Source: an optimization exercise on an open RTL-to-GDS flow (aim: small area, a short achievable clock period and few clock cycles per item). Production flows keep margins and buffers that such runs may drop. Only simulation tests tie the RTL to the original design; equivalence was not proved. Power is estimated from default activity; no workload was simulated.

==> flow/design.v <==
`timescale 1ns / 1ps
`default_nettype none
package bgpr_pkg;
  localparam int COLUMNS   = 128;
  localparam int PAGE_ROWS = 4;
  localparam int GRAPH_H   = 8 * PAGE_ROWS;
  localparam int H_SHIFT   = $clog2(GRAPH_H);
  localparam int OP_W   = 2;
  localparam int SMP_W  = 8;
  localparam int ROW_W  = 2;
  localparam int COL_W  = 7;
  localparam int BYTE_W = 8;
  localparam int CFG_IDX_W = 2;
  localparam int IDX_W = $clog2(COLUMNS);
  localparam int CNT_W = $clog2(COLUMNS + 1);
  localparam int NUM_W  = SMP_W + H_SHIFT;
  localparam int STEP_W = $clog2(NUM_W + 1);
  localparam int Q_DEPTH = 2;
  localparam int QPTR_W  = $clog2(Q_DEPTH);
  localparam int QCNT_W  = $clog2(Q_DEPTH + 1);
  localparam logic [SMP_W-1:0] FULL_SCALE_RST = SMP_W'(75);
  typedef enum logic [OP_W-1:0] {
    OP_CLEAR = 2'd0,
    OP_LOAD  = 2'd1,
    OP_READ  = 2'd2,
    OP_NONE  = 2'd3
  } op_t;
  localparam logic [CFG_IDX_W-1:0] CFG_FLOOR = CFG_IDX_W'(0);
  localparam logic [CFG_IDX_W-1:0] CFG_SCALE = CFG_IDX_W'(1);
  typedef struct packed {
    logic [SMP_W-1:0] span;       
    logic [SMP_W-1:0] scale;      
    logic             draw;       
    logic [ROW_W-1:0] row;
  } cmd_t;
  localparam int CMD_W = 2 * SMP_W + 1 + ROW_W;
endpackage
`default_nettype wire
`timescale 1ns / 1ps
`default_nettype none
module bgpr_front (
  input  wire logic   clk,
  input  wire logic   rst,
  input  wire logic             items_valid,
  output logic                  items_ready,
  input  wire logic [bgpr_pkg::OP_W-1:0]  items_operation,
  input  wire logic [bgpr_pkg::SMP_W-1:0] items_sample,
  input  wire logic [bgpr_pkg::ROW_W-1:0] items_row,
  input  wire logic [bgpr_pkg::COL_W-1:0] items_column,
  input  wire logic             cfg_valid,
  output logic                  cfg_ready,
  input  wire logic [bgpr_pkg::CFG_IDX_W-1:0] cfg_index,
  input  wire logic [bgpr_pkg::SMP_W-1:0] cfg_data,
  output logic        q_push,
  output bgpr_pkg::cmd_t        q_cmd,
  input  wire logic   q_full
);
  logic [bgpr_pkg::SMP_W-1:0] floor_value;
  logic [bgpr_pkg::SMP_W-1:0] full_scale;
  logic [bgpr_pkg::CNT_W-1:0] sample_count;
  logic [bgpr_pkg::SMP_W-1:0] span_max;
  logic             rd_pend;
  logic [bgpr_pkg::SMP_W-1:0] rd_data;
  logic [bgpr_pkg::SMP_W-1:0] rd_scale;
  logic             rd_draw;
  logic [bgpr_pkg::ROW_W-1:0] rd_row;
  logic [bgpr_pkg::SMP_W-1:0] sample_store [bgpr_pkg::COLUMNS];
  logic             in_acc;
  logic             store_room;
  logic             smp_above;
  logic [bgpr_pkg::SMP_W-1:0] smp_span;
  logic             col_ok;
  logic             row_ok;
  assign items_ready = !rd_pend;
  assign cfg_ready   = 1'b1;
  assign in_acc      = items_valid && items_ready;
  assign store_room = sample_count < bgpr_pkg::CNT_W'(bgpr_pkg::COLUMNS);
  assign smp_above  = items_sample > floor_value;
  assign smp_span   = items_sample - floor_value;
  assign col_ok     = bgpr_pkg::CNT_W'(items_column) < sample_count;
  assign row_ok     = (bgpr_pkg::ROW_W + 4)'(items_row) < (bgpr_pkg::ROW_W + 4)'(bgpr_pkg::PAGE_ROWS);
  always_ff @(posedge clk) begin
    if (rst) begin
      floor_value  <= '0;
      full_scale   <= bgpr_pkg::FULL_SCALE_RST;
      sample_count <= '0;
      span_max     <= '0;
      rd_pend      <= 1'b0;
    end else begin
      if (cfg_valid) begin
        case (cfg_index)
          bgpr_pkg::CFG_FLOOR: floor_value <= cfg_data;
          bgpr_pkg::CFG_SCALE: full_scale  <= cfg_data;
          default:   ;
        endcase
      end
      if (q_push) begin
        rd_pend <= 1'b0;
      end
      if (in_acc) begin
        unique case (items_operation)
          bgpr_pkg::OP_CLEAR: begin
            sample_count <= '0;
            span_max     <= '0;
          end
          bgpr_pkg::OP_LOAD: begin
            if (store_room) begin
              sample_count <= sample_count + bgpr_pkg::CNT_W'(1);
              if (smp_above && smp_span > span_max) begin
                span_max <= smp_span;
              end
            end
          end
          bgpr_pkg::OP_READ: rd_pend <= 1'b1;
          bgpr_pkg::OP_NONE: ;
        endcase
      end
    end
  end
  always_ff @(posedge clk) begin
    if (in_acc && items_operation == bgpr_pkg::OP_READ) begin
      rd_scale <= (full_scale != '0) ? full_scale : span_max;
      rd_draw  <= col_ok && row_ok;
      rd_row   <= items_row;
    end
  end
  always_ff @(posedge clk) begin
    if (in_acc && items_operation == bgpr_pkg::OP_LOAD && store_room) begin
      sample_store[sample_count[bgpr_pkg::IDX_W-1:0]] <= items_sample;
    end
    if (in_acc && items_operation == bgpr_pkg::OP_READ) begin
      rd_data <= sample_store[bgpr_pkg::IDX_W'(items_column)];
    end
  end
  assign q_push      = rd_pend && !q_full;
  assign q_cmd.span  = (rd_draw && rd_data > floor_value) ? rd_data - floor_value : '0;
  assign q_cmd.scale = rd_scale;
  assign q_cmd.draw  = rd_draw;
  assign q_cmd.row   = rd_row;
endmodule
`default_nettype wire
`timescale 1ns / 1ps
`default_nettype none
module bgpr_queue (
  input  wire logic clk,
  input  wire logic rst,
  input  wire logic push,
  input  wire bgpr_pkg::cmd_t push_cmd,
  output logic      full,
  input  wire logic pop,
  output bgpr_pkg::cmd_t      head,
  output logic      empty
);
  logic [bgpr_pkg::CMD_W-1:0] entries [bgpr_pkg::Q_DEPTH];
  logic [bgpr_pkg::QPTR_W-1:0] wr_ptr;
  logic [bgpr_pkg::QPTR_W-1:0] rd_ptr;
  logic [bgpr_pkg::QCNT_W-1:0] count;
  assign full  = count == bgpr_pkg::QCNT_W'(bgpr_pkg::Q_DEPTH);
  assign empty = count == '0;
  assign head  = entries[rd_ptr];
  always_ff @(posedge clk) begin
    if (rst) begin
      wr_ptr <= '0;
      rd_ptr <= '0;
      count  <= '0;
    end else begin
      if (push) begin
        wr_ptr <= (wr_ptr == bgpr_pkg::QPTR_W'(bgpr_pkg::Q_DEPTH - 1)) ? '0 : wr_ptr + bgpr_pkg::QPTR_W'(1);
      end
      if (pop) begin
        rd_ptr <= (rd_ptr == bgpr_pkg::QPTR_W'(bgpr_pkg::Q_DEPTH - 1)) ? '0 : rd_ptr + bgpr_pkg::QPTR_W'(1);
      end
      if (push && !pop) begin
        count <= count + bgpr_pkg::QCNT_W'(1);
      end else if (pop && !push) begin
        count <= count - bgpr_pkg::QCNT_W'(1);
      end
    end
  end
  always_ff @(posedge clk) begin
    if (push) begin
      entries[wr_ptr] <= push_cmd;
    end
  end
endmodule
`default_nettype wire
`timescale 1ns / 1ps
`default_nettype none
module bgpr_back (
  input  wire logic clk,
  input  wire logic rst,
  input  wire bgpr_pkg::cmd_t q_head,
  input  wire logic q_empty,
  output logic      q_pop,
  output logic              results_valid,
  input  wire logic         results_ready,
  output logic [bgpr_pkg::BYTE_W-1:0] results_pixel_byte,
  output logic              results_scale_valid
);
  typedef enum logic [2:0] {
    ST_IDLE = 3'b001,
    ST_DIV  = 3'b010,
    ST_HOLD = 3'b100
  } state_t;
  state_t            state;
  state_t            state_next;
  logic [bgpr_pkg::STEP_W-1:0] step;
  logic [bgpr_pkg::NUM_W-1:0]  num;
  logic [bgpr_pkg::SMP_W-1:0]  rem;
  logic [bgpr_pkg::SMP_W-1:0]  scale;
  logic              draw;
  logic [bgpr_pkg::ROW_W-1:0]  row;
  logic              out_valid;
  logic [bgpr_pkg::BYTE_W-1:0] out_byte;
  logic              out_scale_ok;
  logic [bgpr_pkg::SMP_W:0]    trial;
  logic              ge;
  logic [bgpr_pkg::SMP_W-1:0]  height;
  logic [bgpr_pkg::SMP_W-1:0]  base;
  logic [bgpr_pkg::SMP_W-1:0]  above;
  logic [3:0]        npix;
  logic [bgpr_pkg::BYTE_W-1:0] byte_val;
  logic              load_out;
  assign trial = {rem, num[bgpr_pkg::NUM_W-1]};
  assign ge    = trial >= {1'b0, scale};
  assign height = (num > bgpr_pkg::NUM_W'(255)) ? 8'hFF : num[bgpr_pkg::SMP_W-1:0];
  assign base   = bgpr_pkg::SMP_W'(bgpr_pkg::ROW_W'(bgpr_pkg::PAGE_ROWS - 1) - row) << 3;
  assign above  = height - base;
  always_comb begin
    if (height <= base) begin
      npix = 4'd0;
    end else if (above >= bgpr_pkg::SMP_W'(8)) begin
      npix = 4'd8;
    end else begin
      npix = above[3:0];
    end
  end
  assign byte_val = (draw && scale != '0) ? ~(8'hFF >> npix) : '0;
  assign q_pop    = (state == ST_IDLE) && !q_empty;
  assign load_out = (state == ST_HOLD) && (!out_valid || results_ready);
  always_comb begin
    state_next = state;
    unique case (state)
      ST_IDLE: if (!q_empty) state_next = ST_DIV;
      ST_DIV:  if (step == bgpr_pkg::STEP_W'(bgpr_pkg::NUM_W - 1)) state_next = ST_HOLD;
      ST_HOLD: if (load_out) state_next = ST_IDLE;
      default: state_next = ST_IDLE;
    endcase
  end
  always_ff @(posedge clk) begin
    if (rst) begin
      state     <= ST_IDLE;
      out_valid <= 1'b0;
    end else begin
      state <= state_next;
      if (load_out) begin
        out_valid <= 1'b1;
      end else if (results_ready) begin
        out_valid <= 1'b0;
      end
    end
  end
  always_ff @(posedge clk) begin
    if (q_pop) begin
      num   <= {q_head.span, bgpr_pkg::H_SHIFT'(0)};
      rem   <= '0;
      scale <= q_head.scale;
      draw  <= q_head.draw;
      row   <= q_head.row;
      step  <= '0;
    end else if (state == ST_DIV) begin
      num  <= {num[bgpr_pkg::NUM_W-2:0], ge};
      rem  <= ge ? bgpr_pkg::SMP_W'(trial - {1'b0, scale}) : trial[bgpr_pkg::SMP_W-1:0];
      step <= step + bgpr_pkg::STEP_W'(1);
    end
  end
  always_ff @(posedge clk) begin
    if (load_out) begin
      out_byte     <= byte_val;
      out_scale_ok <= scale != '0;
    end
  end
  assign results_valid       = out_valid;
  assign results_pixel_byte  = out_byte;
  assign results_scale_valid = out_scale_ok;
endmodule
`default_nettype wire
`timescale 1ns / 1ps
`default_nettype none
module bar_graph_page_renderer_unit (
  input  wire logic  clk,
  input  wire logic  rst,
  input  wire logic         items_valid,
  output logic              items_ready,
  input  wire logic [1:0]   items_operation,
  input  wire logic [7:0]   items_sample,
  input  wire logic [1:0]   items_row,
  input  wire logic [6:0]   items_column,
  input  wire logic         cfg_valid,
  output logic              cfg_ready,
  input  wire logic [1:0]   cfg_index,
  input  wire logic [7:0]   cfg_data,
  output logic              results_valid,
  input  wire logic         results_ready,
  output logic [7:0]        results_pixel_byte,
  output logic              results_scale_valid
);
  logic q_push;
  logic q_full;
  logic q_pop;
  logic q_empty;
  bgpr_pkg::cmd_t q_cmd;
  bgpr_pkg::cmd_t q_head;
  bgpr_front u_front (
    .clk    (clk),
    .rst    (rst),
    .items_valid     (items_valid),
    .items_ready     (items_ready),
    .items_operation (items_operation),
    .items_sample    (items_sample),
    .items_row       (items_row),
    .items_column    (items_column),
    .cfg_valid       (cfg_valid),
    .cfg_ready       (cfg_ready),
    .cfg_index       (cfg_index),
    .cfg_data        (cfg_data),
    .q_push (q_push),
    .q_cmd  (q_cmd),
    .q_full (q_full)
  );
  bgpr_queue u_queue (
    .clk      (clk),
    .rst      (rst),
    .push     (q_push),
    .push_cmd (q_cmd),
    .full     (q_full),
    .pop      (q_pop),
    .head     (q_head),
    .empty    (q_empty)
  );
  bgpr_back u_back (
    .clk     (clk),
    .rst     (rst),
    .q_head  (q_head),
    .q_empty (q_empty),
    .q_pop   (q_pop),
    .results_valid       (results_valid),
    .results_ready       (results_ready),
    .results_pixel_byte  (results_pixel_byte),
    .results_scale_valid (results_scale_valid)
  );
endmodule
`default_nettype wire
==> flow/run.sh <==
#!/bin/bash
# synth_recipe.tcl (not shown) runs the flow's synth.tcl, then flattens the netlist and writes it again
# the make line also repeats each setting of config.mk as NAME=value (left out here)
make -C /OpenROAD-flow-scripts/flow DESIGN_CONFIG=/design/flow/config.mk WORK_HOME=/design/flow/orfs CLKGATE_MAP_FILE= SYNTH_SCRIPT=/design/flow/synth_recipe.tcl finish
==> flow/config.mk <==
export PLATFORM = sky130hd
export DESIGN_NAME = bar_graph_page_renderer_unit
export DESIGN_NICKNAME = bar_graph_page_renderer_unit
export VERILOG_FILES = /design/flow/design.v
export SDC_FILE = /design/flow/constraint.sdc
export NUM_CORES = 4
export LEC_CHECK = 0
export CAP_MARGIN = 20
export CORE_MARGIN = 2
export CORE_UTILIZATION = 40
export SLEW_MARGIN = 20
==> flow/constraint.sdc <==
create_clock -name core_clock -period 5.0 [get_ports {clk}]
set_input_delay 1.0000 -clock core_clock [delete_from_list [all_inputs] [get_ports {clk}]]
set_output_delay 1.0000 -clock core_clock [all_outputs]
set_load 0.01 [all_outputs]
==> results.cfg <==
[outcome]
status = finished clean

[clocking]
cts-root-buf = clkbuf_16
cts_setup_buffers = 0
clock_latency_ps = 710
hold_buffers = 0
cts_resized = 0
h-tree-depth = 3
cts.sinks = 1168
cts_buffers = 119
cts.clk_slew.worst_paths_ps = 60
clock_path_buffers = 3
cts_tree = built

[yosys]
yosys.area.top_type = edfxtp_1
synth_top_area_share_pct = 71.81
ys.flop_type = edfxtp_1
yosysSeqAreaShare_pct = 74.36
synth_fp_nets = 2585
ys_ff_latch = 1168
ys_warn_count = 3
synth_most_common_cell = edfxtp_1
async_flop_share_pct = 0
syn_area_um2 = 46370
synth_cell_types = 74
ys_top_cells_by_area = edfxtp_1 (72%), mux4_2 (9.2%), dfxtp_1 (2.5%), mux2_2 (1.9%), nor2_1 (1.9%)
yosys-top-cells-count = edfxtp_1 (1109), nor2_1 (231), mux4_2 (190)
synth-edff-count = 1109
synthCells = 2503
syn_area_per_cell_um2 = 18.53

[final_layout]
drive_gt1_share_pct = 21.20
num_antenna_cells = 0
num-nets-final = 2743
area_delta_synth_final_pct = 14.14
stdcell_count = 4271
fillCellCount = 9545
final_util_pct = 46.16

[power_and_ir_drop]
peakVddDrop_mv = 0.3620
finalPower_uw = 21420
internal_power_uw = 16630
p_sw_uw = 4798
sequentialPowerShare_pct = 51.5
power_frac_comb_pct = 7.7
leakagePower_uw = 0.01691
switching_share_pct = 22.39
p_clk_share_pct = 40.8
powerDensity_nw_per_um2 = 404.8

[route]
drc = 0
viasPerCell = 5.645
final_antenna_net_count = 0
first_iter_violations = 2199
vias = 24110
avgRoutedWirePerCell_um = 25.89
first_pass_iters = 5
totalWireLength_um = 110600

[place]
finalWeightedCongestion = 0.8701
dp_hpwl_um = 70290
io_buffers = 44
place_inst = 4052
place_ws_ps = 666.3

[worst_setup_path]
critPathArrivalTime_ps = 4100
worst-path-max-fanout = 15
startpoint_type = primary input
critical_path_class = in -> reg
critPathRequiredTime_ps = 5390
critPathCaptureType = flop

[floorplan]
coreArea_um2 = 114700
fp-row-count = 124
start_util_pct = 40.45
floorplan.die_area_um2 = 118700
fp.dieW_um = 344.5
io_pins = 46
die_y_um = 344.5

[timing]
hold_viol = 0
fmax_mhz = 269.5
rsz0062_at_grt = false
clock_skew_ps = 60.37
finalSetupViolCount = 0
worst_pin_slew_ps = 1113
final-max-slew-violation-count = 0
relSlewSlack_pct = 25.79
finalCriticalPeriod_ps = 3711
finalWorstSetupSlack_ps = 1289
tns_ps = 0
period_share_pct = 74.21

[grt]
grt_max_degree = 93
grt_pass1_vias = 24570
grt.total_usage_pct = 18.73
grt.busiest_layer = met2
grt_use_met2_pct = 30.29
antenna_found_initial = 4
overflow = 0
globalRouteMet3Util_pct = 3.869
grt_pass1_wl_um = 163900
met1_usage_pct = 25.73

[job]
cap_violations = 0

[worst_hold_path]
hold_path.class = reg -> reg
-- metal layers --
| layer | wire length, um | vias up |
|---|---|---|
| met5 | 14 | - |
| li1 | - | 10470 |
| met1 | 46530 | 12550 |
| met3 | 7935 | 176 |
| met2 | 53140 | 912 |
| met4 | 2955 | 2 |
-- worst paths after layout --
| kind | startpoint | to | slack (ps) | depth (start not counted) |
|---|---|---|---|---|
| min | u_front.rd_scale[7] | u_queue.entries[1][10] | 440 | 0 |
| max reg2reg | u_front.floor_value[0] | u_front.span_max[7] | 1390 | 14 |
| max | items_column[4] | u_front.rd_data[2] | 1290 | 7 |
| min reg2reg | u_front.rd_scale[7] | u_queue.entries[1][10] | 440 | 0 |
-- stage by stage --
stage / instance area [um^2] / hold WS, ps
2_1_floorplan: 46370 / 421.5
3_3_place_gp: 49080 / 428.1
3_5_place_dp: 49080 / 433.3
4_1_cts: 52930 / 446.3
5_1_grt: 52930 / 449.7
6_report: 52930 / 444.4
-- cells in the final DEF, fill, tap and decap left out, drive strengths merged, types with 5 or more instances in the layout --
master	synthesis	layout
mux4	192	192
or4	5	5
or3	5	5
clkinv	0	57
o21ai	63	63
mux2	77	77
ha	44	44
a221o	16	16
nor2	231	231
clkbuf	68	145
o31a	5	5
a211oi	7	7
xor2	9	9
a22o	24	24
o22ai	25	25
nor3	14	14
a211o	5	5
buf	58	129
nand2b	7	7
xnor2	16	16
clkdlybuf4s50	0	34
nand2	43	43
nand3	18	18
a21oi	48	48
a22oi	80	80
inv	53	56
mux2i	80	80
a21o	12	12
nor3b	6	6
a221oi	17	17
nor2b	13	13
nand4	10	10
edfxtp	1109	1109
bufinv	0	13
o221ai	24	24
o21a	7	7
dfxtp	59	59
-- state kept, by name (all words and copies together), names as in the netlist, 2 cells and up, named ones only --
register,cells
u_front.rd_scale,8
u_back.state,3
u_front.full_scale,8
u_front.floor_value,8
u_back.out_byte,8
u_back.step,4
u_front.rd_row,2
u_front.sample_store,1024
u_front.span_max,8
u_back.rem,8
u_queue.count,2
u_back.num,13
u_back.scale,8
u_back.row,2
u_front.sample_count,8
u_queue.entries,38
u_front.rd_data,8
-- kinds of logic after synthesis --
logic type      after synthesis  synth area share [%]
flops                      1168                 74.36
simple gates                376                 3.613
compound gates              357                 5.501
mux                         349                 12.94
buf+inv                     179                 1.748
fa+ha+maj                    48                 1.360
xor+xnor                     25                0.4722
other cells                   1              0.008087
-- power by group through the flow --
stage	clock network, uW	logic [uW]	registers, uW
after global routing	9300	1790	11100
after floorplan	0	1100	11200
final	8750	1640	11000
after detailed placement	0	1650	11200
after global placement	0	1590	11200
after CTS	8890	1650	11000
-- cell type report --
type                            instances  area [um^2]  share of cell area, %
Clock buffer                          145         3117                  5.889
Multi-Input combinational cell       1156        11110                  20.99
Tap cell                             1512         1892                  3.574
Clock inverter                         74        726.9                  1.373
Sequential cell                      1168        34480                  65.15
Inverter                               53        198.9                 0.3759
Timing Repair Buffer                  163         1399                  2.643
-- worst max-delay path, stage by stage --
cell,delay (ps)
clkdlybuf4s50_1,600
and2_1,560
buf_4,310
a221oi_1,370
o22ai_1,260
nor3_1,690
o221ai_1,300
Testbench counts, summed over its fixed seeds: cycles 124,992, items 8,192.

==> re-timing with driven ports <==
The results above use ideal ports. As a check the final layout listed here was re-extracted and re-timed, cells and wires unchanged. Step 1, drivers: a clkbuf_16 drives clk and a buf_2 each remaining input, both assumed. Step 2, shift: input delay + t, output delay - t, t = (earliest + latest rising clock arrival at the registers) / 2. This alone moves slack from input paths to output paths. Slacks: ideal ports / drivers / drivers and shift; pairs: ideal ports / drivers.
shift t [ns]: 0.746
slack for setup (ns): 1.289 / 1.284 / 0.538
worst setup path after step 2: input to register
latest minus earliest clock arrival (ns): 0.066 / 0.066
pins driven straight from the clock port: 1
After both steps this run still meets setup and hold. The setup slack of this run moves by -0.005 ns with the drivers and by -0.751 ns with both steps.
